This design comes from an exercise in tuning for small area and a short achievable clock period on the open sky130 flow, not from production work. Function was checked by simulation only, so behaviour that the tests miss may differ from the original. No activity file was given, so power comes from the tool's default toggle rates.

### flow/flow/run.sh
#!/bin/bash
# Layout: the standard ORFS flow (standard.sh, which also runs the
# standard synthesis), with changes made through ORFS's own variables:
# - DONT_USE_CELLS is the platform's own list plus the cells in
#   flow/dont_use.txt (delay cells, and the non-inverting AND/OR-type gates,
#   so that synthesis and the resizer build the logic from inverting gates);
# - buffer_ports inserts sky130_fd_sc_hd__buf_1 as every port's buffer (the
#   resizer may still upsize them);
# - clock tree synthesis inserts no dummy loads, with clkbuf_8 buffers and
#   sink clusters of at most 16 flip-flops within 60 um.
# Each tool's full output is in standard_flow.log here and in ORFS's logs
# under orfs/logs.
set -euo pipefail
dont_use=$(grep -v '^#' flow/dont_use.txt | tr '\n' ' ')
export BUFFER_PORTS_ARGS="-buffer_cell sky130_fd_sc_hd__buf_1"
export CTS_ARGS="-sink_clustering_enable -repair_clock_nets -buf_list sky130_fd_sc_hd__clkbuf_8 -dont_use_dummy_load -sink_clustering_size 16 -sink_clustering_max_diameter 60"
bash standard.sh "DONT_USE_CELLS=$dont_use" finish > standard_flow.log 2>&1
### flow/flow/dont_use.txt
# sky130hd's own don't-use list (platforms/sky130hd/config.mk)
sky130_fd_sc_hd__probe_p_8
sky130_fd_sc_hd__probec_p_8
sky130_fd_sc_hd__lpflow_bleeder_1
sky130_fd_sc_hd__lpflow_clkbufkapwr_1
sky130_fd_sc_hd__lpflow_clkbufkapwr_16
sky130_fd_sc_hd__lpflow_clkbufkapwr_2
sky130_fd_sc_hd__lpflow_clkbufkapwr_4
sky130_fd_sc_hd__lpflow_clkbufkapwr_8
sky130_fd_sc_hd__lpflow_clkinvkapwr_1
sky130_fd_sc_hd__lpflow_clkinvkapwr_16
sky130_fd_sc_hd__lpflow_clkinvkapwr_2
sky130_fd_sc_hd__lpflow_clkinvkapwr_4
sky130_fd_sc_hd__lpflow_clkinvkapwr_8
sky130_fd_sc_hd__lpflow_decapkapwr_12
sky130_fd_sc_hd__lpflow_decapkapwr_3
sky130_fd_sc_hd__lpflow_decapkapwr_4
sky130_fd_sc_hd__lpflow_decapkapwr_6
sky130_fd_sc_hd__lpflow_decapkapwr_8
sky130_fd_sc_hd__lpflow_inputiso0n_1
sky130_fd_sc_hd__lpflow_inputiso0p_1
sky130_fd_sc_hd__lpflow_inputiso1n_1
sky130_fd_sc_hd__lpflow_inputiso1p_1
sky130_fd_sc_hd__lpflow_inputisolatch_1
sky130_fd_sc_hd__lpflow_isobufsrc_1
sky130_fd_sc_hd__lpflow_isobufsrc_16
sky130_fd_sc_hd__lpflow_isobufsrc_2
sky130_fd_sc_hd__lpflow_isobufsrc_4
sky130_fd_sc_hd__lpflow_isobufsrc_8
sky130_fd_sc_hd__lpflow_isobufsrckapwr_16
sky130_fd_sc_hd__lpflow_lsbuf_lh_hl_isowell_tap_1
sky130_fd_sc_hd__lpflow_lsbuf_lh_hl_isowell_tap_2
sky130_fd_sc_hd__lpflow_lsbuf_lh_hl_isowell_tap_4
sky130_fd_sc_hd__lpflow_lsbuf_lh_isowell_4
sky130_fd_sc_hd__lpflow_lsbuf_lh_isowell_tap_1
sky130_fd_sc_hd__lpflow_lsbuf_lh_isowell_tap_2
sky130_fd_sc_hd__lpflow_lsbuf_lh_isowell_tap_4
# delay cells
sky130_fd_sc_hd__clkdlybuf4s15_1
sky130_fd_sc_hd__clkdlybuf4s15_2
sky130_fd_sc_hd__clkdlybuf4s18_1
sky130_fd_sc_hd__clkdlybuf4s18_2
sky130_fd_sc_hd__clkdlybuf4s25_1
sky130_fd_sc_hd__clkdlybuf4s25_2
sky130_fd_sc_hd__clkdlybuf4s50_1
sky130_fd_sc_hd__clkdlybuf4s50_2
sky130_fd_sc_hd__dlygate4sd1_1
sky130_fd_sc_hd__dlygate4sd2_1
sky130_fd_sc_hd__dlygate4sd3_1
sky130_fd_sc_hd__dlymetal6s2s_1
sky130_fd_sc_hd__dlymetal6s4s_1
sky130_fd_sc_hd__dlymetal6s6s_1
# non-inverting AND/OR-type gates: two stages each, slow on the late paths
sky130_fd_sc_hd__a2111o_1
sky130_fd_sc_hd__a2111o_2
sky130_fd_sc_hd__a2111o_4
sky130_fd_sc_hd__a211o_1
sky130_fd_sc_hd__a211o_2
sky130_fd_sc_hd__a211o_4
sky130_fd_sc_hd__a21bo_1
sky130_fd_sc_hd__a21bo_2
sky130_fd_sc_hd__a21bo_4
sky130_fd_sc_hd__a21o_1
sky130_fd_sc_hd__a21o_2
sky130_fd_sc_hd__a21o_4
sky130_fd_sc_hd__a221o_1
sky130_fd_sc_hd__a221o_2
sky130_fd_sc_hd__a221o_4
sky130_fd_sc_hd__a22o_1
sky130_fd_sc_hd__a22o_2
sky130_fd_sc_hd__a22o_4
sky130_fd_sc_hd__a2bb2o_1
sky130_fd_sc_hd__a2bb2o_2
sky130_fd_sc_hd__a2bb2o_4
sky130_fd_sc_hd__a311o_1
sky130_fd_sc_hd__a311o_2
sky130_fd_sc_hd__a311o_4
sky130_fd_sc_hd__a31o_1
sky130_fd_sc_hd__a31o_2
sky130_fd_sc_hd__a31o_4
sky130_fd_sc_hd__a32o_1
sky130_fd_sc_hd__a32o_2
sky130_fd_sc_hd__a32o_4
sky130_fd_sc_hd__a41o_1
sky130_fd_sc_hd__a41o_2
sky130_fd_sc_hd__a41o_4
sky130_fd_sc_hd__and2_0
sky130_fd_sc_hd__and2_1
sky130_fd_sc_hd__and2_2
sky130_fd_sc_hd__and2_4
sky130_fd_sc_hd__and2b_1
sky130_fd_sc_hd__and2b_2
sky130_fd_sc_hd__and2b_4
sky130_fd_sc_hd__and3_1
sky130_fd_sc_hd__and3_2
sky130_fd_sc_hd__and3_4
sky130_fd_sc_hd__and3b_1
sky130_fd_sc_hd__and3b_2
sky130_fd_sc_hd__and3b_4
sky130_fd_sc_hd__and4_1
sky130_fd_sc_hd__and4_2
sky130_fd_sc_hd__and4_4
sky130_fd_sc_hd__and4b_1
sky130_fd_sc_hd__and4b_2
sky130_fd_sc_hd__and4b_4
sky130_fd_sc_hd__and4bb_1
sky130_fd_sc_hd__and4bb_2
sky130_fd_sc_hd__and4bb_4
sky130_fd_sc_hd__o2111a_1
sky130_fd_sc_hd__o2111a_2
sky130_fd_sc_hd__o2111a_4
sky130_fd_sc_hd__o211a_1
sky130_fd_sc_hd__o211a_2
sky130_fd_sc_hd__o211a_4
sky130_fd_sc_hd__o21a_1
sky130_fd_sc_hd__o21a_2
sky130_fd_sc_hd__o21a_4
sky130_fd_sc_hd__o21ba_1
sky130_fd_sc_hd__o21ba_2
sky130_fd_sc_hd__o21ba_4
sky130_fd_sc_hd__o221a_1
sky130_fd_sc_hd__o221a_2
sky130_fd_sc_hd__o221a_4
sky130_fd_sc_hd__o22a_1
sky130_fd_sc_hd__o22a_2
sky130_fd_sc_hd__o22a_4
sky130_fd_sc_hd__o2bb2a_1
sky130_fd_sc_hd__o2bb2a_2
sky130_fd_sc_hd__o2bb2a_4
sky130_fd_sc_hd__o311a_1
sky130_fd_sc_hd__o311a_2
sky130_fd_sc_hd__o311a_4
sky130_fd_sc_hd__o31a_1
sky130_fd_sc_hd__o31a_2
sky130_fd_sc_hd__o31a_4
sky130_fd_sc_hd__o32a_1
sky130_fd_sc_hd__o32a_2
sky130_fd_sc_hd__o32a_4
sky130_fd_sc_hd__o41a_1
sky130_fd_sc_hd__o41a_2
sky130_fd_sc_hd__o41a_4
sky130_fd_sc_hd__or2_0
sky130_fd_sc_hd__or2_1
sky130_fd_sc_hd__or2_2
sky130_fd_sc_hd__or2_4
sky130_fd_sc_hd__or2b_1
sky130_fd_sc_hd__or2b_2
sky130_fd_sc_hd__or2b_4
sky130_fd_sc_hd__or3_1
sky130_fd_sc_hd__or3_2
sky130_fd_sc_hd__or3_4
sky130_fd_sc_hd__or3b_1
sky130_fd_sc_hd__or3b_2
sky130_fd_sc_hd__or3b_4
sky130_fd_sc_hd__or4_1
sky130_fd_sc_hd__or4_2
sky130_fd_sc_hd__or4_4
sky130_fd_sc_hd__or4b_1
sky130_fd_sc_hd__or4b_2
sky130_fd_sc_hd__or4b_4
sky130_fd_sc_hd__or4bb_1
sky130_fd_sc_hd__or4bb_2
sky130_fd_sc_hd__or4bb_4
### flow/standard.sh
#!/bin/bash
# synth_recipe.tcl (not shown) runs the flow's synth.tcl, then flattens the netlist and writes it again
# the make line also repeats each setting of config.mk as NAME=value (left out here)
make -C /OpenROAD-flow-scripts/flow DESIGN_CONFIG=/design/flow/config.mk WORK_HOME=/design/flow/orfs CLKGATE_MAP_FILE= SYNTH_SCRIPT=/design/flow/synth_recipe.tcl "${@:-finish}"
### flow/config.mk
export PLATFORM = sky130hd
export DESIGN_NAME = crc_frame_receiver_core
export DESIGN_NICKNAME = crc_frame_receiver_core
export VERILOG_FILES = /design/flow/design.v
export SDC_FILE = /design/flow/constraint.sdc
export NUM_CORES = 4
export LEC_CHECK = 0
export CAP_MARGIN = 20
export CORE_MARGIN = 2
export CORE_UTILIZATION = 40
export SETUP_SLACK_MARGIN = 2.75
export SLEW_MARGIN = 20
export SYNTH_HIERARCHICAL = 1
export TNS_END_PERCENT = 20
### flow/constraint.sdc
create_clock -name core_clock -period 5.0 [get_ports {clk}]
set_input_delay 1.0000 -clock core_clock [delete_from_list [all_inputs] [get_ports {clk}]]
set_output_delay 1.0000 -clock core_clock [all_outputs]
set_load 0.01 [all_outputs]
### flow/design.v
`timescale 1ns / 1ps
`default_nettype none
package crcfr_pkg;
	localparam logic [31:0] CRC_POLY = 32'hEDB8_8320;
	localparam logic [31:0] CRC_INIT = 32'hFFFF_FFFF;
	localparam logic [31:0] CRC_RESIDUE  = 32'hDEBB_20E3;
	localparam logic [7:0]  RES_LOW_KEY  = 8'hED;
	localparam logic [23:0] RES_HIGH_KEY = 24'h00BE26;
	localparam logic [15:0] RES_PRE_KEY  = 16'hBE26;
	localparam logic [7:0] TYPE_INPUT = 8'h01;
	localparam logic [7:0] TYPE_EMPTY = 8'h02;
	localparam logic [2:0] STATUS_OK        = 3'd0;
	localparam logic [2:0] STATUS_SHORT     = 3'd1;
	localparam logic [2:0] STATUS_BAD_MAGIC = 3'd2;
	localparam logic [2:0] STATUS_BAD_CRC   = 3'd3;
	localparam logic [2:0] STATUS_EMPTY     = 3'd4;
	localparam logic [2:0] STATUS_TOO_LONG  = 3'd5;
	function automatic logic [31:0] crc32_byte(input logic [31:0] crc, input logic [7:0] b);
		logic [31:0] c;
		c = crc ^ {24'd0, b};
		for (int i = 0; i < 8; i++) begin
			c = c[0] ? ((c >> 1) ^ CRC_POLY) : (c >> 1);
		end
		crc32_byte = c;
	endfunction
endpackage
`default_nettype wire
`timescale 1ns / 1ps
`default_nettype none
module crcfr_xor2 (
	input  wire logic a,
	input  wire logic b,
	output logic      y
);
	assign y = a ^ b;
endmodule
`default_nettype wire
`timescale 1ns / 1ps
`default_nettype none
module crc_frame_receiver_core (
	input  wire logic               clk,
	input  wire logic               arst_n,
	input  wire logic               magic_wr_en,
	input  wire logic [15:0]        magic_wr_data,
	input  wire logic               in_valid,
	output logic                    in_ready,
	input  wire logic [7:0]         data_byte,
	input  wire logic               last_byte,
	output logic                    out_valid,
	input  wire logic               out_ready,
	output logic [2:0]              status,
	output logic [7:0]              msg_type,
	output logic [31:0]             seq_number,
	output logic [63:0]             timestamp_bits,
	output logic [63:0]             keys_low,
	output logic [15:0]             keys_high,
	output logic signed [15:0]      cursor_dx,
	output logic signed [15:0]      cursor_dy,
	output logic [7:0]              buttons,
	output logic signed [7:0]       scroll,
	output logic [10:0]             payload_length
);
	localparam logic [10:0] CNT_BYTE0 = 11'd2027;
	logic [15:0]  magic_q;
	logic         out_valid_q;
	logic         mid_q;
	logic [10:0]  cnt_q;
	logic         nx_long_q;
	logic         magic_ok_q;
	logic [31:0]  crc_q;
	logic         pre_in_q;
	logic [2:0]   pre_status_q;
	logic [7:0]   type_q;
	logic [31:0]  seq_q;
	logic [63:0]  time_q;
	logic [79:0]  keys_q;
	logic [15:0]  dx_q;
	logic [15:0]  dy_q;
	logic [7:0]   buttons_q;
	logic [7:0]   scroll_q;
	logic         in_xfer;
	logic         first;
	logic [32:0]  at;
	logic [10:0]  cnt_inc;
	logic         long_c;
	logic         long_n, lt21_n, lt37_n, eq21_n;
	logic         magic_ok_n;
	logic [7:0]   type_n;
	logic         is_input_n, is_empty_n;
	logic         crc_hi_ok_n;
	logic [31:0]  crc_nxt;
	logic [7:0]   crc_e;
	logic [7:0]   crc_x;
	logic [31:0]  crc_t;
	logic [31:0]  crc_g;
	logic         pre_ok_n;
	logic [2:0]   pre_status_n;
	logic [2:0]   stat_c;
	logic         drop_hdr;
	logic [7:0]   fill;
	logic [32:0]  wr;
	assign first = !mid_q;
	assign at[0] = first;
	for (genvar k = 1; k <= 32; k++) begin : g_at
		assign at[k] = mid_q && (cnt_q == 11'((k + 2027) % 2048));
	end
	assign cnt_inc  = (first ? CNT_BYTE0 : cnt_q) + 11'd1;
	assign long_c   = mid_q && nx_long_q;
	assign crc_g = crc_q | {32{first}};
	for (genvar i = 0; i < 8; i++) begin : g_crc_e
		crcfr_xor2 u_e (.a(crc_g[i]), .b(data_byte[i]), .y(crc_e[i]));
	end
	logic [35:0] crc_s;
	crcfr_xor2 u_crc_s0 (.a(crc_e[0]), .b(crc_e[5]), .y(crc_s[0]));
	crcfr_xor2 u_crc_s1 (.a(crc_e[1]), .b(crc_e[7]), .y(crc_s[1]));
	crcfr_xor2 u_crc_s2 (.a(crc_e[3]), .b(crc_e[6]), .y(crc_s[2]));
	crcfr_xor2 u_crc_s3 (.a(crc_e[2]), .b(crc_s[2]), .y(crc_s[3]));
	crcfr_xor2 u_crc_s4 (.a(crc_e[6]), .b(crc_s[0]), .y(crc_s[4]));
	crcfr_xor2 u_crc_s5 (.a(crc_e[0]), .b(crc_e[4]), .y(crc_s[5]));
	crcfr_xor2 u_crc_s6 (.a(crc_e[4]), .b(crc_e[7]), .y(crc_s[6]));
	crcfr_xor2 u_crc_s7 (.a(crc_e[1]), .b(crc_e[2]), .y(crc_s[7]));
	crcfr_xor2 u_crc_s8 (.a(crc_e[3]), .b(crc_e[4]), .y(crc_s[8]));
	crcfr_xor2 u_crc_s9 (.a(crc_e[1]), .b(crc_s[0]), .y(crc_s[9]));
	crcfr_xor2 u_crc_s10 (.a(crc_s[1]), .b(crc_s[3]), .y(crc_s[10]));
	crcfr_xor2 u_crc_s11 (.a(crc_e[6]), .b(crc_s[1]), .y(crc_s[11]));
	crcfr_xor2 u_crc_s12 (.a(crc_s[2]), .b(crc_s[6]), .y(crc_s[12]));
	crcfr_xor2 u_crc_s13 (.a(crc_e[4]), .b(crc_s[4]), .y(crc_s[13]));
	crcfr_xor2 u_crc_s14 (.a(crc_s[1]), .b(crc_s[8]), .y(crc_s[14]));
	crcfr_xor2 u_crc_s15 (.a(crc_e[2]), .b(crc_s[6]), .y(crc_s[15]));
	crcfr_xor2 u_crc_s16 (.a(crc_e[2]), .b(crc_e[3]), .y(crc_s[16]));
	crcfr_xor2 u_crc_s17 (.a(crc_e[1]), .b(crc_s[5]), .y(crc_s[17]));
	crcfr_xor2 u_crc_s18 (.a(crc_s[8]), .b(crc_s[9]), .y(crc_s[18]));
	crcfr_xor2 u_crc_s19 (.a(crc_s[5]), .b(crc_s[16]), .y(crc_s[19]));
	crcfr_xor2 u_crc_s20 (.a(crc_s[3]), .b(crc_s[9]), .y(crc_s[20]));
	crcfr_xor2 u_crc_s21 (.a(crc_e[5]), .b(crc_s[14]), .y(crc_s[21]));
	crcfr_xor2 u_crc_s22 (.a(crc_e[5]), .b(crc_s[10]), .y(crc_s[22]));
	crcfr_xor2 u_crc_s23 (.a(crc_s[7]), .b(crc_s[13]), .y(crc_s[23]));
	crcfr_xor2 u_crc_s24 (.a(crc_e[5]), .b(crc_s[7]), .y(crc_s[24]));
	crcfr_xor2 u_crc_s25 (.a(crc_e[5]), .b(crc_s[15]), .y(crc_s[25]));
	crcfr_xor2 u_crc_s26 (.a(crc_e[6]), .b(crc_s[7]), .y(crc_s[26]));
	crcfr_xor2 u_crc_s27 (.a(crc_e[4]), .b(crc_e[5]), .y(crc_s[27]));
	crcfr_xor2 u_crc_s28 (.a(crc_s[0]), .b(crc_s[15]), .y(crc_s[28]));
	crcfr_xor2 u_crc_s29 (.a(crc_e[7]), .b(crc_s[16]), .y(crc_s[29]));
	crcfr_xor2 u_crc_s30 (.a(crc_e[5]), .b(crc_s[3]), .y(crc_s[30]));
	crcfr_xor2 u_crc_s31 (.a(crc_s[1]), .b(crc_s[4]), .y(crc_s[31]));
	crcfr_xor2 u_crc_s32 (.a(crc_e[0]), .b(crc_s[11]), .y(crc_s[32]));
	crcfr_xor2 u_crc_s33 (.a(crc_e[0]), .b(crc_s[3]), .y(crc_s[33]));
	crcfr_xor2 u_crc_s34 (.a(crc_e[0]), .b(crc_e[3]), .y(crc_s[34]));
	crcfr_xor2 u_crc_s35 (.a(crc_s[5]), .b(crc_s[10]), .y(crc_s[35]));
	assign crc_t[0] = crc_e[2];
	assign crc_t[1] = crc_s[34];
	assign crc_t[2] = crc_s[17];
	assign crc_t[3] = crc_s[24];
	assign crc_t[4] = crc_s[33];
	assign crc_t[5] = crc_s[14];
	assign crc_t[6] = crc_s[27];
	assign crc_t[7] = crc_s[4];
	assign crc_t[8] = crc_s[11];
	assign crc_t[9] = crc_e[7];
	assign crc_t[10] = crc_e[2];
	assign crc_t[11] = crc_e[3];
	assign crc_t[12] = crc_s[5];
	assign crc_t[13] = crc_s[9];
	assign crc_t[14] = crc_s[26];
	assign crc_t[15] = crc_s[29];
	assign crc_t[16] = crc_s[19];
	assign crc_t[17] = crc_s[18];
	assign crc_t[18] = crc_s[23];
	assign crc_t[19] = crc_s[22];
	assign crc_t[20] = crc_s[12];
	assign crc_t[21] = crc_s[25];
	assign crc_t[22] = crc_s[30];
	assign crc_t[23] = crc_s[12];
	assign crc_t[24] = crc_s[28];
	assign crc_t[25] = crc_s[20];
	assign crc_t[26] = crc_s[35];
	assign crc_t[27] = crc_s[21];
	assign crc_t[28] = crc_s[13];
	assign crc_t[29] = crc_s[31];
	assign crc_t[30] = crc_s[32];
	assign crc_t[31] = crc_s[1];
	for (genvar j = 0; j < 24; j++) begin : g_crc_n
		crcfr_xor2 u_n (.a(crc_g[j + 8]), .b(crc_t[j]), .y(crc_nxt[j]));
	end
	assign crc_nxt[31:24] = crc_t[31:24];
	assign long_n      = long_c || (mid_q && cnt_q == 11'd2026);
	assign lt21_n      = first || (cnt_q >= 11'd2027 && cnt_q <= 11'd2045);
	assign lt37_n      = first || cnt_q >= 11'd2027 || cnt_q <= 11'd13;
	assign eq21_n      = mid_q && cnt_q == 11'd2046;
	assign magic_ok_n  = at[0] ? (data_byte == magic_q[7:0])
	                   : at[1] ? (magic_ok_q && data_byte == magic_q[15:8]) : magic_ok_q;
	assign type_n      = at[3] ? data_byte : type_q;
	assign is_input_n  = (type_n == crcfr_pkg::TYPE_INPUT);
	assign is_empty_n  = (type_n == crcfr_pkg::TYPE_EMPTY);
	assign crc_hi_ok_n = mid_q && crc_x == 8'h00
	                  && crc_q[31:16] == crcfr_pkg::RES_PRE_KEY;
	always_comb begin
		if (long_n) begin
			pre_status_n = crcfr_pkg::STATUS_TOO_LONG;
		end else if (lt21_n || (is_input_n && lt37_n)) begin
			pre_status_n = crcfr_pkg::STATUS_SHORT;
		end else if (!magic_ok_n) begin
			pre_status_n = crcfr_pkg::STATUS_BAD_MAGIC;
		end else if (!crc_hi_ok_n) begin
			pre_status_n = crcfr_pkg::STATUS_BAD_CRC;
		end else begin
			if (is_empty_n && eq21_n) begin
				pre_status_n = crcfr_pkg::STATUS_EMPTY;
			end else begin
				pre_status_n = crcfr_pkg::STATUS_OK;
			end
		end
	end
	assign pre_ok_n = (pre_status_n == crcfr_pkg::STATUS_OK);
	logic lo_match, xlast, keep_hdr, keep_in;
	logic pre_chk, pre_ok;
	assign in_ready = !out_valid_q || out_ready;
	assign in_xfer  = in_valid && in_ready;
	assign xlast    = in_xfer && last_byte;
	assign pre_chk  = (pre_status_q == crcfr_pkg::STATUS_OK)
	               || (pre_status_q == crcfr_pkg::STATUS_EMPTY);
	assign pre_ok   = (pre_status_q == crcfr_pkg::STATUS_OK);
	assign crc_x    = crc_q[7:0] ^ data_byte;
	assign lo_match = (crc_x == crcfr_pkg::RES_LOW_KEY);
	assign keep_hdr = mid_q && pre_ok && lo_match;
	assign keep_in  = mid_q && pre_in_q && lo_match;
	assign drop_hdr = last_byte && !keep_hdr;
	assign stat_c   = first ? crcfr_pkg::STATUS_SHORT
	                : (pre_chk && !lo_match) ? crcfr_pkg::STATUS_BAD_CRC : pre_status_q;
	assign fill     = last_byte ? 8'd0 : data_byte;
	for (genvar k = 0; k <= 32; k++) begin : g_wr
		if (k >= 17) begin : g_in
			assign wr[k] = (in_xfer && at[k]) || (xlast && !keep_in);
		end else begin : g_hdr
			assign wr[k] = (in_xfer && at[k]) || (xlast && !keep_hdr);
		end
	end
	always_ff @(posedge clk or negedge arst_n) begin
		if (!arst_n) begin
			magic_q <= '0;
		end else if (magic_wr_en) begin
			magic_q <= magic_wr_data;
		end
	end
	always_ff @(posedge clk or negedge arst_n) begin
		if (!arst_n) begin
			out_valid_q <= 1'b0;
		end else if (in_xfer && last_byte) begin
			out_valid_q <= 1'b1;
		end else if (out_ready) begin
			out_valid_q <= 1'b0;
		end
	end
	always_ff @(posedge clk or negedge arst_n) begin
		if (!arst_n) begin
			mid_q <= 1'b0;
		end else if (in_xfer) begin
			mid_q <= !last_byte;
		end
	end
	always_ff @(posedge clk) begin
		if (in_xfer) begin
			cnt_q       <= drop_hdr ? 11'd0 : cnt_inc;
			nx_long_q    <= long_n;
			crc_q        <= crc_nxt;
			magic_ok_q   <= magic_ok_n;
			pre_in_q     <= pre_ok_n && is_input_n;
			pre_status_q <= last_byte ? stat_c : pre_status_n;
		end
	end
	always_ff @(posedge clk) begin
		if (wr[3]) type_q <= fill;
		for (int i = 0; i < 4; i++) begin
			if (wr[5 + i]) seq_q[8*i +: 8] <= fill;
		end
		for (int i = 0; i < 8; i++) begin
			if (wr[9 + i]) time_q[8*i +: 8] <= fill;
		end
		for (int i = 0; i < 10; i++) begin
			if (wr[17 + i]) keys_q[8*i +: 8] <= fill;
		end
		for (int i = 0; i < 2; i++) begin
			if (wr[27 + i]) dx_q[8*i +: 8] <= fill;
			if (wr[29 + i]) dy_q[8*i +: 8] <= fill;
		end
		if (wr[31]) buttons_q <= fill;
		if (wr[32]) scroll_q  <= fill;
	end
	assign out_valid      = out_valid_q;
	assign status         = pre_status_q;
	assign msg_type       = type_q;
	assign seq_number     = seq_q;
	assign timestamp_bits = time_q;
	assign payload_length = cnt_q;
	assign keys_low       = keys_q[63:0];
	assign keys_high      = keys_q[79:64];
	assign cursor_dx      = dx_q;
	assign cursor_dy      = dy_q;
	assign buttons        = buttons_q;
	assign scroll         = scroll_q;
endmodule
`default_nettype wire
==> impl_metrics.ini, run 1 <==
[cts]
cts_hold_buf = 0
cts_tree = built
clockBufferDepth = 3
cts_root_buffer = clkbuf_8
htreeDepth = 1
clkTransAtPathRegs_ns = 0.08
clock_latency_ns = 0.59
cts_buffers = 28
clock_sinks = 299

[critical_path]
crit_type = in2out
crit_path_start_kind = primary input
cp.arrival_ns = 1.37
required_ns = 4.00
endpoint_kind = primary output
critPathMaxFanout = 3

[synthesis]
synthTopCellsByCount = edfxtp_1, xor2_1, nand2b_1
yosysTopAreaCellShare_pct = 75.23
synth_edf_count = 281
ys_seq_area_share_pct = 79.24
ys_async_sr_fraction_pct = 6.020
netlist_area_um2 = 11220
syn_inst = 635
synth_ff_type = edfxtp_1
synthDistinctLibCells = 45
syn-num-nets = 666
postSynthAreaPerCell_um2 = 17.66
synth.area.top_cells = edfxtp_1, xor2_1, dfrtp_1, nand2b_1, xnor2_1
yosysMostFrequentCell = edfxtp_1
yosysWarnings = 7
yosys.area.top_type = edfxtp_1
ys_ff_latch = 299

[placed_design]
place_area_um2 = 12830
dp_cells = 1290
gp_congestion = 0.8020
place_hpwl_um = 18840
numPortBuffers = 277

[final_layout]
antenna_cells = 0
n_fill_cell = 2373
layout.nets = 1014
drive_gt1_share_pct = 18.86
layoutNonFillerInstCount = 1359
fin_util_pct = 50.98
fin_area_um2 = 14120
synthToLayoutAreaGrowth_pct = 25.92

[timing]
drv_slew = 0
setup_tns_ns = 0
max_freq_mhz = 421.9
worstMarginPinSlew_ns = 0.9246
final_hold_viol_count = 0
fin_crit_sh_pct = 47.41
relSlewSlack_pct = 38.36
skew_ns = 0.05118
rsz0062_at_grt = true
setup_viol = 0
fin_crit_ns = 2.371

[grt]
grt_max_degree = 39
grt_util_all_layers_pct = 18.47
grt_pass1_vias = 6247
antenna_found_initial = 0
grt_pass1_wl_um = 39940
overflow = 0

[min_path]
hold_class = in2async

[floorplan]
initial_core_util_pct = 40.49
rows = 61
die-width_um = 171.5
fp.dieH_um = 171.5
dieArea_um2 = 29400
fp.coreArea_um2 = 27710
ioPinCount = 278

[drt]
wl_um = 28670
drc = 0
first_iter_violations = 549
ant_nets = 0
route.vias.total = 6617
vias_per_cell = 4.869
first_pass_iters = 5
wl_per_cell_um = 21.10

[flow_run]
maxCapViolCount = 0

[power_and_ir_drop]
leakage_nw = 4.645
powerDensity_nw_per_um2 = 429.6
vdd_drop_max_v = 0.0003278

[outcome]
status = finished clean
## modules after synthesis (local to each module, per instance)
module	area [um^2]	times used	cells inside	flops+latches
crcfr_xor2	8.758	68	1	0
crc_frame_receiver_core	10620	1	567	299
## state kept, by name, indices dropped and copies added (netlist names)
name,cells
cnt_q,11
dx_q,16
mid_q,1
pre_in_q,1
scroll_q,8
magic_ok_q,1
nx_long_q,1
time_q,64
crc_q,32
seq_q,32
dy_q,16
type_q,8
pre_status_q,3
buttons_q,8
out_valid_q,1
keys_q,80
magic_q,16
## layout by cell type (no fill, tap or decap), types with 9 or more instances in the layout
cell,n
buf_1,280
buf_2,24
buf_6,15
clkbuf_8,28
dfrtp_1,17
edfxtp_1,281
mux2_2,16
nand2_1,19
nand2b_1,34
nand4_1,9
nor2_1,16
o21ai_4,19
xnor2_1,22
xor2_1,63
## critical path: stages
cell and delay (ns):
buf_1 0.07, nand2b_4 0.15, buf_1 0.15
## per-layer routing
layer / GRT usage [%] / vias to the layer above / share of wire [%]
li1: - / 3018 / -
met1: 23.96 / 3288 / 41
met2: 32.27 / 281 / 51
met3: 3.682 / 30 / 6.9
met4: 3.832 / 0 / 1.4
met5: 0 / - / 0
## cell families after synthesis
family	count (synthesis)	share of synthesized area [%]
AO/OA/AOI/OAI	51	2.878
adder cells (fa/ha/maj)	1	0.1115
buffers and inverters	25	1.060
XOR/XNOR	102	7.964
AND/OR/NAND/NOR	140	7.050
multiplexers	17	1.695
flip-flops	299	79.24
## power by group
part / switching [mW] / internal (mW)
sequential: 0.135 / 3.16
clock: 0.734 / 0.497
combinational: 0.925 / 0.621
total: 1.79 / 4.27
## final timing paths
path                                   from          end  slack [ns]  depth (start not counted)
worst max-delay path              out_ready     in_ready        2.63                          3
worst min-delay path                 arst_n   magic_q[7]        0.41                          1
worst max register to register        mid_q    crc_q[21]        2.69                          6
worst min register to register  magic_q[15]  magic_q[15]        0.53                          1
max in group asynchronous            arst_n        mid_q        4.05                          2
min in group core_clock         magic_q[15]  magic_q[15]        0.53                          1
## area by class of cell
class / count / area, um^2 / area share [%]
clock buffers: 28 / 385.4 / 2.728
inverters: 9 / 37.54 / 0.2657
multi-input cells: 311 / 2854 / 20.21
flip-flops and latches: 299 / 8892 / 62.96
well taps: 378 / 473.0 / 3.348
repair buffers: 334 / 1483 / 10.50
## per-stage QoR
stage	setup WS [ns]	hold WS, ns	power (mW)
2_1_floorplan	1.961	0.5008	4.264
3_3_place_gp	1.359	0.5112	4.663
3_5_place_dp	1.339	0.5172	4.668
4_1_cts	2.457	0.3825	5.986
5_1_grt	2.567	0.4299	6.374
6_report	2.630	0.4113	6.069
## repair_timing
| item | 4_1_cts | 5_1_grt |
|---|---|---|
| endpoints found under the hold margin | 0 | 0 |
| endpoints found under the setup margin | 289 | 315 |
| buffers inserted | 6 | 35 |
| cloned | 0 | 0 |
| resized for setup | 56 | 75 |
| pin swaps | 3 | 10 |
==> run 2: changes to the inputs <==
--- a/flow/config.mk
+++ b/flow/config.mk
@@ -7,8 +7,8 @@
 export LEC_CHECK = 0
 export CAP_MARGIN = 20
 export CORE_MARGIN = 2
-export CORE_UTILIZATION = 40
-export SETUP_SLACK_MARGIN = 2.75
+export CORE_UTILIZATION = 50
+export SETUP_SLACK_MARGIN = 2.7
 export SLEW_MARGIN = 20
 export SYNTH_HIERARCHICAL = 1
 export TNS_END_PERCENT = 20
==> impl_metrics.ini, run 2 <==
[outcome]
status = finished clean

[drt]
wl_per_cell_um = 23.22
first_iter_violations = 521
wl_met2_um = 14880
first_pass_iters = 5
wl_met3_um = 1954
vias_per_cell = 5.385
drc = 0
wl_met1_um = 11710
ant_nets = 0
route.vias.total = 6753
wl_um = 29110
highest_layer = met4

[critical_path]
timing.rr.start = mid_q
required_ns = 4.00
critPathMaxFanout = 3
crit_type = in2out
cp.arrival_ns = 1.36
endpoint_kind = primary output
crit_path_start_kind = primary input
crit_path_start = out_ready

[final_layout]
synthToLayoutAreaGrowth_pct = 24.03
antenna_cells = 0
most-common-layout-cells = edfxtp_1, buf_1, xor2_1
layoutNonFillerInstCount = 1254
n_fill_cell = 1662
largest-register = keys_q
fin_area_um2 = 13910
largest_reg_flops = 80
drive_gt1_share_pct = 18.48
final_common_cell = edfxtp_1
top_regs = keys_q (80), time_q (64)
layout.nets = 1007

[min_path]
hold_class = in2async

[synthesis]
synth_ff_type = edfxtp_1
yosysMostFrequentCell = edfxtp_1
synthTopCellsByCount = edfxtp_1, xor2_1, nand2b_1
syn_inst = 635
yosysTopAreaCellShare_pct = 75.23
synth_edf_count = 281
syn-num-nets = 666
synthDistinctLibCells = 45
ys_ff_latch = 299
ys_async_sr_fraction_pct = 6.020
yosys.area.top_type = edfxtp_1
postSynthAreaPerCell_um2 = 17.66
netlist_area_um2 = 11220
ys_seq_area_share_pct = 79.24
yosysWarnings = 7
synth.area.top_cells = edfxtp_1, xor2_1, dfrtp_1, nand2b_1, xnor2_1

[grt]
overflow = 0
grt_max_degree = 44
antenna_found_initial = 0
grt_pass1_vias = 6681
grt_pass1_wl_um = 42490
grt_util_all_layers_pct = 23.85

[flow_run]
maxCapViolCount = 0

[cts]
cts_buffers = 24
cts_root_buffer = clkbuf_8
clock_latency_ns = 0.55
htreeDepth = 1
clkTransAtPathRegs_ns = 0.09
clock_sinks = 299
cts_hold_buf = 0
clockBufferDepth = 3
cts_tree = built

[placed_design]
place_hpwl_um = 19830
dp_cells = 1188
place_area_um2 = 12670
gp_congestion = 0.8511
numPortBuffers = 277

[timing]
final_hold_viol_count = 0
setup_viol = 0
skew_ns = 0.04326
drv_slew = 0
max_freq_mhz = 423.2
fin_crit_sh_pct = 47.26
rsz0062_at_grt = true
worstMarginPinSlew_ns = 1.056
hold_ws_ns = 0.3844
setup_tns_ns = 0
fin_crit_ns = 2.363
relSlewSlack_pct = 29.62

[floorplan]
fp.coreArea_um2 = 21890
fp.dieH_um = 153.8
initial_core_util_pct = 51.24
dieArea_um2 = 23650
ioPinCount = 278
rows = 54
die-width_um = 153.8

[power_and_ir_drop]
vdd_drop_max_v = 0.0003463
powerDensity_nw_per_um2 = 430.5
power_mw = 5.989
leakage_nw = 4.594
run 2: cell count changes in the layout (fill, tap and decap cells not counted), moves of 2 or more:
cell and delta:
buf_6 -5, xnor2_4 -2, xor2_4 +3, clkbuf_8 -4, buf_2 +6, clkbuf_4 -3, xor2_1 -4
run 2: per-layer routing:
layer  GRT usage [%]  vias to the layer above
met1           31.79                     3417
met5               0                        -
met2           41.76                      303
met4           5.330                        0
li1                -                     2997
met3           3.805                       36
run 2: path summary, 6_finish.rpt:
kind                               end  slack, ns  cells past startpoint
max                           in_ready       2.64                      3
min                         magic_q[7]       0.38                      1
max reg2reg                  crc_q[18]       2.68                      7
min reg2reg                 magic_q[7]       0.54                      1
max in group asynchronous  magic_q[11]       4.25                      1
min in group core_clock     magic_q[7]       0.54                      1
run 2: critical path, stage by stage:
cell and delay (ns):
buf_1 0.07, nand2b_4 0.14, buf_1 0.16
run 2: cell type report:
| type | instances | area, um^2 | area share (%) |
|---|---|---|---|
| clock buffer | 24 | 330.3 | 2.374 |
| inverter | 9 | 37.54 | 0.2698 |
| multi-input combinational | 312 | 2903 | 20.87 |
| sequential | 299 | 8892 | 63.92 |
| tap | 280 | 350.3 | 2.518 |
| timing repair buffer | 330 | 1399 | 10.05 |
run 2: cells by family after synthesis:
group                      share of synthesized area, %
DFF                                               79.24
and+or+nand+nor                                   7.050
xor gates and xnor gates                          7.964
AOI/OAI and AO/OA                                 2.878
buffers and inverters                             1.060
muxes                                             1.695
adders and majority gates                        0.1115
run 2: Yosys stat by module (local to each module, per instance):
module / copies in the design / flops+latches / cells inside / cell area (um^2)
crc_frame_receiver_core: 1 / 299 / 567 / 10620
crcfr_xor2: 68 / 0 / 1 / 8.758
run 2: through the flow:
step | util (%) | setup slack, ns
finish | 63.55 | 2.637
global placement | 57.86 | 1.272
detailed placement | 57.86 | 1.201
floorplan | - | 1.961
CTS | 61.06 | 2.378
global route | 63.55 | 2.577
run 2: what timing repair did:
item / 4_1_cts / 5_1_grt
gates resized for setup: 60 / 62
pin swaps: 7 / 10
gates cloned: 0 / 1
setup endpoints to repair: 302 / 286
buffers inserted: 12 / 29
run 2: power by group:
group	internal, mW	switching [mW]	leakage, nW	total [mW]
Clock	0.430	0.702	0.173	1.13
Combinational	0.630	0.940	1.52	1.57
Sequential	3.15	0.132	2.91	3.29
==> run 3: changes to the inputs <==
--- a/flow/config.mk
+++ b/flow/config.mk
@@ -7,7 +7,7 @@
 export LEC_CHECK = 0
 export CAP_MARGIN = 20
 export CORE_MARGIN = 2
-export CORE_UTILIZATION = 50
+export CORE_UTILIZATION = 40
 export SETUP_SLACK_MARGIN = 2.7
 export SLEW_MARGIN = 20
 export SYNTH_HIERARCHICAL = 1
==> impl_metrics.ini, run 3 <==
[power_and_ir_drop]
leakage_nw = 4.602
p_seq_share_pct = 54.6
powerDensity_nw_per_um2 = 429.5
power_mw = 6.028
clkPwrFrac_pct = 20.0
vdd_drop_max_v = 0.0003034
comb_power_share_pct = 25.5
p_int_mw = 4.257
p_switching_mw = 1.771
power.share.switching_pct = 29.38

[floorplan]
dieArea_um2 = 29400
fp.coreArea_um2 = 27710
ioPinCount = 278
fp.dieH_um = 171.5
initial_core_util_pct = 40.49
rows = 61
die-width_um = 171.5

[critical_path]
timing.critical_path.buf_inv = 2
crit_path_start_kind = primary input
critPathMaxFanout = 3
endpoint_kind = primary output
slowest_delay_ns = 0.15
slowest_stage = buf_1
cpMostUsedCell = buf_1
path_depth = 3
required_ns = 4.00
crit_type = in2out
path_cells = buf_1 -> nand2b_4 -> buf_1
r2r_cells = 7
critical-path-top-delay-family = buffers and inverters
cp.arrival_ns = 1.36

[timing]
relSlewSlack_pct = 33.87
skew_ns = 0.05291
fin_crit_sh_pct = 47.16
setup_viol = 0
rsz0062_at_grt = true
drv_slew = 0
final_hold_viol_count = 0
max_freq_mhz = 424.0
setup_tns_ns = 0
fin_crit_ns = 2.358
worstMarginPinSlew_ns = 0.9898

[final_layout]
largest-register = keys_q
multiInputGateArea_um2 = 2880
fin_area_um2 = 14030
largest_reg_flops = 80
most-common-layout-cells = buf_1, edfxtp_1, xor2_1
final_common_cell = buf_1
regArea_um2 = 8892
layoutNonFillerInstCount = 1355
n_fill_cell = 2405
fin_util_pct = 50.66
drive_gt1_share_pct = 17.50
layout.nets = 1010
synthToLayoutAreaGrowth_pct = 25.12
antenna_cells = 0
top_regs = keys_q (80), time_q (64)

[outcome]
status = finished clean

[cts]
clock_latency_ns = 0.56
cts_root_buffer = clkbuf_8
clockBufferDepth = 3
cts_hold_buf = 0
clkTransAtPathRegs_ns = 0.10
cts_buffers = 27
clock_sinks = 299
htreeDepth = 1
cts_tree = built

[synthesis]
yosysWarnings = 7
synthTopCellsByCount = edfxtp_1, xor2_1, nand2b_1
synth.area.top_cells = edfxtp_1, xor2_1, dfrtp_1, nand2b_1, xnor2_1
synth_edf_count = 281
ys_async_sr_fraction_pct = 6.020
ys_ff_latch = 299
yosysMostFrequentCell = edfxtp_1
syn-num-nets = 666
ys_seq_area_share_pct = 79.24
postSynthAreaPerCell_um2 = 17.66
yosys.area.top_type = edfxtp_1
synth_ff_type = edfxtp_1
synthDistinctLibCells = 45
yosysTopAreaCellShare_pct = 75.23
netlist_area_um2 = 11220
syn_inst = 635

[placed_design]
place_hpwl_um = 19980
dp_cells = 1282
place_area_um2 = 12800
gp_congestion = 0.7910
numPortBuffers = 277

[min_path]
hold_class = in2async

[drt]
drc = 0
wl_per_cell_um = 22.18
route.vias.total = 6694
ant_nets = 0
first_pass_iters = 5
first_iter_violations = 606
vias_per_cell = 4.940
wl_um = 30060

[grt]
grt_max_degree = 39
grt_pass1_wl_um = 42020
grt_pass1_vias = 6522
antenna_found_initial = 0
grt_util_all_layers_pct = 19.52
overflow = 0

[flow_run]
maxCapViolCount = 0
[run 3: kinds of logic (layout without fill, tap and decap cells)]
kind of cell	after synthesis	in the layout	synth area share, %
XOR/XNOR	102	102	7.964
flip-flops	299	299	79.24
multiplexers	17	17	1.695
AO/OA/AOI/OAI	51	51	2.878
AND/OR/NAND/NOR	140	141	7.050
adder cells (fa/ha/maj)	1	1	0.1115
buffers and inverters	25	366	1.060
[run 3: modules after synthesis (local to each module, per instance)]
module	area, um^2	flip-flops and latches
crc_frame_receiver_core	10620	299
crcfr_xor2	8.758	0
[run 3: metrics by stage]
step,setup WS (ns),hold WS [ns]
5_1_grt,2.579,0.3886
4_1_cts,2.446,0.5356
3_5_place_dp,1.129,0.5208
2_1_floorplan,1.961,0.5008
6_report,2.642,0.3786
3_3_place_gp,1.128,0.5145
[run 3: routing by layer]
layer / GRT usage [%] / up-vias / wire (um)
li1: - / 3012 / -
met1: 24.44 / 3396 / 11900
met2: 34.82 / 250 / 15590
met3: 4.119 / 36 / 2035
met4: 4.274 / 0 / 531
met5: 0 / - / 0
[run 3: power groups by stage]
stage / logic, mW / registers [mW] / clock network [mW]
3_3_place_gp: 1.29 / 3.35 / 0
5_1_grt: 1.67 / 3.32 / 1.33
2_1_floorplan: 0.929 / 3.33 / 0
3_5_place_dp: 1.30 / 3.35 / 0
4_1_cts: 1.43 / 3.29 / 1.25
6_report: 1.54 / 3.29 / 1.20
[run 3: path summary, 6_finish.rpt]
kind,from,to,slack [ns]
setup / recovery,out_ready,in_ready,2.64
hold / removal,arst_n,magic_q[14],0.38
setup reg to reg,mid_q,crc_q[4],2.67
hold reg to reg,magic_q[8],magic_q[8],0.53
max in group asynchronous,arst_n,magic_q[4],4.22
min in group core_clock,magic_q[8],magic_q[8],0.53
[run 3: final cells by class]
type	count	area share, %
multi-input combinational	312	20.52
timing repair buffer	330	9.833
sequential	299	63.36
inverter	9	0.2675
clock buffer	27	2.648
tap	378	3.370
[run 3: timing repair]
item                                    CTS  global route
resized for setup                        67            53
endpoints found under the setup margin  301           452
buffers inserted                         17            28
gates cloned                              0             1
pin swaps                                 4            10
==> run 4: changes to the inputs <==
==> flow/flow/run.sh (replaced) <==
#!/bin/bash
# Layout: the standard ORFS flow (standard.sh, which also runs the
# standard synthesis), with changes made through ORFS's own variables:
# - DONT_USE_CELLS is the platform's own list plus the cells in
#   flow/dont_use.txt (delay cells, and the non-inverting AND/OR-type gates,
#   so that synthesis and the resizer build the logic from inverting gates);
# - buffer_ports inserts sky130_fd_sc_hd__buf_1 as every port's buffer (the
#   resizer may still upsize them);
# - clock tree synthesis inserts no dummy loads, with clkbuf_16 buffers and
#   sink clusters of at most 28 flip-flops within 50 um.
# Each tool's full output is in standard_flow.log here and in ORFS's logs
# under orfs/logs.
set -euo pipefail
dont_use=$(grep -v '^#' flow/dont_use.txt | tr '\n' ' ')
export BUFFER_PORTS_ARGS="-buffer_cell sky130_fd_sc_hd__buf_1"
export CTS_ARGS="-sink_clustering_enable -repair_clock_nets -buf_list sky130_fd_sc_hd__clkbuf_16 -dont_use_dummy_load -sink_clustering_size 28 -sink_clustering_max_diameter 50"
bash standard.sh "DONT_USE_CELLS=$dont_use" finish > standard_flow.log 2>&1
==> impl_metrics.ini, run 4 <==
[critical_path]
endpoint_kind = flop
slowest_stage = dfrtp_4
required_ns = 5.26
critPathMaxFanout = 8
cp.arrival_ns = 2.66
crit_type = reg2reg
cpMostUsedCell = xor2_1
crit_path_start_kind = flop
path_cells = clkbuf_4 -> nand2b_1 -> xor2_2 -> xor2_2 -> xor2_1 -> xor2_1 -> xor2_1
slowest_delay_ns = 0.53

[final_layout]
largest_reg_flops = 80
fin_util_pct = 52.39
regArea_um2 = 8892
n_fill_cell = 2323
largest-register = keys_q
drive_gt1_share_pct = 18.67
layout.nets = 1024
final_common_cell = buf_1
synthToLayoutAreaGrowth_pct = 29.40
antenna_cells = 0
top_regs = keys_q (80), time_q (64)
multiInputGateArea_um2 = 2893
most-common-layout-cells = buf_1, edfxtp_1, xor2_1
layoutNonFillerInstCount = 1369

[power_and_ir_drop]
power.share.switching_pct = 28.12
p_switching_mw = 1.884
leakage_nw = 4.822
p_int_mw = 4.815
powerDensity_nw_per_um2 = 461.5
p_seq_share_pct = 49.3
clkPwrFrac_pct = 27.1
power_mw = 6.698
comb_power_share_pct = 23.6
vdd_drop_max_v = 0.0003114

[drt]
drc = 0
ant_nets = 0
first_iter_violations = 591
route.vias.total = 6818
first_pass_iters = 5
wl_per_cell_um = 22.16
wl_um = 30340
vias_per_cell = 4.980

[placed_design]
numPortBuffers = 277
gp_congestion = 0.7910
place_hpwl_um = 19980
dp_cells = 1282

[timing]
final_hold_viol_count = 0
max_freq_mhz = 416.6
worstMarginPinSlew_ns = 0.9979
skew_ns = 0.05801
relSlewSlack_pct = 33.33
drv_slew = 0
fin_crit_ns = 2.401
rsz0062_at_grt = true
setup_viol = 0
fin_crit_sh_pct = 48.01
setup_tns_ns = 0

[cts]
cts_tree = built
cts_hold_buf = 0
clkTransAtPathRegs_ns = 0.06
clock_latency_ns = 0.55
clockBufferDepth = 3
cts_root_buffer = clkbuf_16
clock_sinks = 299
cts_buffers = 29
htreeDepth = 1

[floorplan]
initial_core_util_pct = 40.49
ioPinCount = 278
fp.coreArea_um2 = 27710
die-width_um = 171.5
dieArea_um2 = 29400
rows = 61
fp.dieH_um = 171.5

[synthesis]
netlist_area_um2 = 11220
ys_seq_area_share_pct = 79.24
synth_edf_count = 281
ys_async_sr_fraction_pct = 6.020
yosys.area.top_type = edfxtp_1
synthTopCellsByCount = edfxtp_1, xor2_1, nand2b_1
synth.area.top_cells = edfxtp_1, xor2_1, dfrtp_1, nand2b_1, xnor2_1
syn-num-nets = 666
yosysWarnings = 7
ys_ff_latch = 299
postSynthAreaPerCell_um2 = 17.66
synthDistinctLibCells = 45
syn_inst = 635
yosysTopAreaCellShare_pct = 75.23
synth_ff_type = edfxtp_1
yosysMostFrequentCell = edfxtp_1

[grt]
grt_pass1_vias = 6532
grt_pass1_wl_um = 42280
grt_util_all_layers_pct = 19.50
grt_max_degree = 39
overflow = 0
antenna_found_initial = 0

[min_path]
hold_class = in2async

[flow_run]
maxCapViolCount = 0

[outcome]
status = finished clean
-- run 4: what timing repair did --
action,4_1_cts,5_1_grt
pin swaps,6,13
resized for setup,70,58
cloned,0,1
endpoints found under the setup margin,373,525
hold endpoints to repair,0,0
buffers inserted,17,40
-- run 4: critical path, delay by kind of cell (launching register included) --
kind	cells	cell delay (ns)
xor+xnor	5	1.29
flops	1	0.53
buf+inv	1	0.20
simple gates	1	0.12
-- run 4: per-stage QoR --
step                hold slack [ns]  area (um^2)  setup slack, ns
global placement             0.5145        12800            1.128
finish                       0.4144        14520            2.599
floorplan                    0.5008        11280            1.961
global route                 0.4594        14520            2.486
CTS                          0.5322        13950            2.492
detailed placement           0.5208        12800            1.129
-- run 4: final timing paths --
path | startpoint | end | slack (ns) | cells after the start
max | mid_q | crc_q[19] | 2.60 | 7
min | arst_n | magic_q[11] | 0.41 | 1
max reg2reg | mid_q | crc_q[19] | 2.60 | 7
min reg2reg | magic_q[8] | magic_q[8] | 0.53 | 1
max in group asynchronous | arst_n | mid_q | 4.20 | 1
min in group core_clock | magic_q[8] | magic_q[8] | 0.53 | 1
-- run 4: power by group through the flow --
stage	sequential, mW	clock [mW]	combinational (mW)
after global placement	3.35	0	1.29
after floorplan	3.33	0	0.929
after CTS	3.29	1.85	1.44
after detailed placement	3.35	0	1.30
final	3.30	1.81	1.58
after global routing	3.32	1.94	1.71
-- run 4: layer usage --
metal  part of all wire, %  GRT usage (%)  wire, um  vias to the layer above
met2                    52          34.68     15730                      262
met4                   1.5          4.016       461                        0
met5                     0              0         0                        -
li1                      -              -         -                     3033
met3                   7.1          3.820      2139                       30
met1                    40          24.84     12010                     3493
-- run 4: Yosys stat by module, one instance, submodules excluded --
module / area, um^2 / copies in the design / flops+latches
crc_frame_receiver_core: 10620 / 1 / 299
crcfr_xor2: 8.758 / 68 / 0
-- run 4: cell type report --
type | count | share of cell area, %
clock buffer | 29 | 5.000
inverter | 9 | 0.2586
multi-input combinational | 312 | 19.93
sequential | 299 | 61.26
tap | 378 | 3.258
timing repair buffer | 342 | 10.29
-- run 4: cells by family (layout without fill, tap and decap cells) --
group	count (synthesis)	count (layout)	synth area share (%)
flip-flops	299	299	79.24
AND/OR/NAND/NOR	140	141	7.050
AO/OA/AOI/OAI	51	51	2.878
buffers and inverters	25	380	1.060
multiplexers	17	17	1.695
XOR/XNOR	102	102	7.964
adder cells (fa/ha/maj)	1	1	0.1115
==> run 5: changes to the inputs <==
==> flow/flow/run.sh (replaced) <==
#!/bin/bash
# Layout: the standard ORFS flow (standard.sh, which also runs the
# standard synthesis), with changes made through ORFS's own variables:
# - DONT_USE_CELLS is the platform's own list plus the cells in
#   flow/dont_use.txt (delay cells, and the non-inverting AND/OR-type gates,
#   so that synthesis and the resizer build the logic from inverting gates);
# - buffer_ports inserts sky130_fd_sc_hd__buf_1 as every port's buffer (the
#   resizer may still upsize them);
# - before global routing, flow/pre_grt.tcl upsizes in_ready's output
#   buffer (on the combinational path from out_ready to in_ready);
# - clock tree synthesis inserts no dummy loads, with clkbuf_8 buffers and
#   sink clusters of at most 16 flip-flops within 60 um.
# Each tool's full output is in standard_flow.log here and in ORFS's logs
# under orfs/logs.
set -euo pipefail
dont_use=$(grep -v '^#' flow/dont_use.txt | tr '\n' ' ')
export BUFFER_PORTS_ARGS="-buffer_cell sky130_fd_sc_hd__buf_1"
export CTS_ARGS="-sink_clustering_enable -repair_clock_nets -buf_list sky130_fd_sc_hd__clkbuf_8 -dont_use_dummy_load -sink_clustering_size 16 -sink_clustering_max_diameter 60"
export PRE_GLOBAL_ROUTE_TCL="$PWD/flow/pre_grt.tcl"
bash standard.sh "DONT_USE_CELLS=$dont_use" finish > standard_flow.log 2>&1
==> flow/flow/pre_grt.tcl (new file) <==
# Upsize in_ready's output buffer, on the combinational path from out_ready
# to in_ready (the path that sets the design's shortest period).
proc my_upsize {inst cell} {
  set master [get_lib_cells */$cell]
  if { $master != "" && [get_property [get_cells $inst] ref_name] != $cell } {
    puts "upsize [get_full_name [get_cells $inst]] to $cell"
    replace_cell [get_cells $inst] $master
  }
}
set ibuf ""
foreach p [get_pins -of_objects [get_nets out_ready]] {
  if { [get_property $p direction] == "input" } { set ibuf [get_cells -of_objects $p] }
}
set obuf ""
foreach p [get_pins -of_objects [get_nets in_ready]] {
  if { [get_property $p direction] == "output" } { set obuf [get_cells -of_objects $p] }
}
set gate ""
foreach p [get_pins -of_objects [get_nets -of_objects [get_pins -of_objects $obuf -filter "direction==input"]]] {
  if { [get_property $p direction] == "output" } { set gate [get_cells -of_objects $p] }
}
puts "out_ready buffer [get_full_name $ibuf] [get_property $ibuf ref_name]"
puts "in_ready gate [get_full_name $gate] [get_property $gate ref_name]"
puts "in_ready buffer [get_full_name $obuf] [get_property $obuf ref_name]"

my_upsize $obuf sky130_fd_sc_hd__buf_2
==> impl_metrics.ini, run 5 <==
[final_layout]
layoutNonFillerInstCount = 1355
n_fill_cell = 2405
antenna_cells = 0
largest_reg_flops = 80
layout.nets = 1010
most-common-layout-cells = buf_1, edfxtp_1, xor2_1
drive_gt1_share_pct = 17.60
top_regs = keys_q (80), time_q (64)
fin_area_um2 = 14040
fin_util_pct = 50.66
final_common_cell = buf_1
largest-register = keys_q
synthToLayoutAreaGrowth_pct = 25.13

[grt]
grt_max_degree = 39
grt.busiest_layer = met2
grt_util_all_layers_pct = 19.52
grt_pass1_wl_um = 42020
gr-usage-met2_pct = 34.82
grt_pass1_vias = 6522
antenna_found_initial = 0
overflow = 0
global_route.usage.met1_pct = 24.44
use_met3_pct = 4.119

[critical_path]
cp.arrival_ns = 1.36
slowest_delay_ns = 0.15
critPathMaxFanout = 3
required_ns = 4.00
slowest_stage = nand2b_4
crit_type = in2out
path_cells = buf_1 -> nand2b_4 -> buf_2
crit_path_start_kind = primary input
endpoint_kind = primary output

[placed_design]
numPortBuffers = 277
dp_cells = 1282
place_area_um2 = 12800
gp_congestion = 0.7910
place_hpwl_um = 19980
pre_cts_ws_ns = 1.129

[power_and_ir_drop]
vdd_drop_max_v = 0.0003034
leakage_nw = 4.604
power_mw = 6.029
powerDensity_nw_per_um2 = 429.5

[synthesis]
synth_top_family_by_area = XOR/XNOR gates
synthTopCellsByCount = edfxtp_1, xor2_1, nand2b_1
syn_inst = 635
yosysTopAreaCellShare_pct = 75.23
ys_seq_area_share_pct = 79.24
synthMuxAreaShare_pct = 1.695
yosysWarnings = 7
ys_ff_latch = 299
synthDistinctLibCells = 45
syn-num-nets = 666
postSynthAreaPerCell_um2 = 17.66
synthAdderAreaFrac_pct = 0.1115
synth-simple-area-share_pct = 7.050
synth_ff_type = edfxtp_1
ys_async_sr_fraction_pct = 6.020
synth_xor_area_share_pct = 7.964
netlist_area_um2 = 11220
yosysMostFrequentCell = edfxtp_1
synth_compound_area_share_pct = 2.878
yosys.area.top_type = edfxtp_1
synth_edf_count = 281
synth.area.top_cells = edfxtp_1, xor2_1, dfrtp_1, nand2b_1, xnor2_1

[drt]
route.vias.total = 6696
first_pass_iters = 5
drc = 0
first_iter_violations = 606
vias_per_cell = 4.942
wl_per_cell_um = 22.18
wl_um = 30050
ant_nets = 0

[timing]
max_freq_mhz = 423.7
worstMarginPinSlew_ns = 0.9899
relSlewSlack_pct = 33.87
final_hold_viol_count = 0
skew_ns = 0.05291
hold_ws_ns = 0.3786
setup_ws_ns = 2.640
setup_tns_ns = 0
setup_viol = 0
drv_slew = 0
rsz0062_at_grt = true
fin_crit_sh_pct = 47.20
fin_crit_ns = 2.360

[cts]
cts_buffers = 27
clkTransAtPathRegs_ns = 0.10
clock_sinks = 299
clockBufferDepth = 3
htreeDepth = 1
cts_tree = built
clock_latency_ns = 0.56
cts_root_buffer = clkbuf_8

[floorplan]
initial_core_util_pct = 40.49
fp.dieH_um = 171.5
rows = 61
die-width_um = 171.5
ioPinCount = 278
fp.coreArea_um2 = 27710
dieArea_um2 = 29400

[min_path]
hold_class = in2async

[flow_run]
maxCapViolCount = 0

[outcome]
status = finished clean
## run 5: changes by cell type in the layout (fill, tap and decap cells not counted), sizes merged
cell / delta
clkbuf: -6
buf: -8
## run 5: metal layers
layer	vias to the layer above	wire length (um)
li1	3012	-
met1	3393	11870
met2	255	15590
met3	36	2063
met4	0	531
met5	-	0
## run 5: cell type report
class	instances	area (um^2)	area share (%)
multi-input cells	312	2880	20.52
clock buffers	27	371.6	2.648
flip-flops and latches	299	8892	63.35
repair buffers	330	1381	9.841
inverters	9	37.54	0.2674
well taps	378	473.0	3.370
## run 5: modules after synthesis (local to each module, per instance)
| module | cells inside | copies in the design | area, um^2 |
|---|---|---|---|
| crc_frame_receiver_core | 567 | 1 | 10620 |
| crcfr_xor2 | 1 | 68 | 8.758 |
## run 5: worst max-delay path: cells and delay by family
kind / cells / cell delay, ns
buffers and inverters: 2 / 0.21
and+or+nand+nor: 1 / 0.15
## run 5: timing repair
| item | CTS | global route |
|---|---|---|
| endpoints found under the setup margin | 301 | 452 |
| setup buffers | 17 | 28 |
| cloned | 0 | 1 |
| hold buffers | 0 | 0 |
| gates resized for setup | 67 | 53 |
| pin swaps | 4 | 10 |
## run 5: logic make-up after synthesis
| kind of cell | Yosys count |
|---|---|
| and+or+nand+nor | 140 |
| buffers and inverters | 25 |
| xor gates and xnor gates | 102 |
| AOI/OAI and AO/OA | 51 |
| DFF | 299 |
| muxes | 17 |
| adders and majority gates | 1 |
## run 5: worst paths after layout
check / from / endpoint / slack, ns / depth (start not counted)
worst max-delay path: out_ready / in_ready / 2.64 / 3
worst min-delay path: arst_n / magic_q[14] / 0.38 / 1
worst max register to register: mid_q / crc_q[4] / 2.67 / 7
worst min register to register: magic_q[8] / magic_q[8] / 0.53 / 1
max in group asynchronous: arst_n / magic_q[4] / 4.22 / 1
min in group core_clock: magic_q[8] / magic_q[8] / 0.53 / 1
## run 5: power breakdown
part	leakage [nW]	internal (mW)	switching, mW
Sequential	2.91	3.16	0.134
Clock	0.194	0.479	0.724
Combinational	1.50	0.622	0.914
Total	4.60	4.26	1.77

==> port drivers added, routing unchanged <==
How much do the figures lean on ideal ports? The routed layouts below were timed once more, with nothing changed but the port constraints.
Step 1, drivers: a clkbuf_16 drives clk and a buf_2 each remaining input, both assumed.
Step 2 also shifts input and output timing later by t, the mid clock arrival at the registers, as if the neighbouring blocks saw the same clock.
Three values: ideal, step 1, step 2; two values: the first two.
run | t, ns | setup WS [ns] | worst hold slack (ns) | pins driven straight from the clock port
run 1 | 0.603 | 2.630 / 2.604 / 2.053 | 0.411 / 0.395 / 0.531 | 1
run 2 | 0.568 | 2.637 / 2.609 / 2.080 | 0.384 / 0.366 / 0.537 | 1
run 3 | 0.578 | 2.642 / 2.620 / 2.106 | 0.379 / 0.359 / 0.528 | 1
run 4 | 0.570 | 2.599 / 2.599 / 2.074 | 0.414 / 0.389 / 0.525 | 1
run 5 | 0.578 | 2.640 / 2.621 / 2.106 | 0.379 / 0.359 / 0.528 | 1
After both steps every run listed still meets setup and hold. For run 1, which loses most, drivers alone change the setup slack by -0.026 ns; drivers and shift together by -0.577 ns.
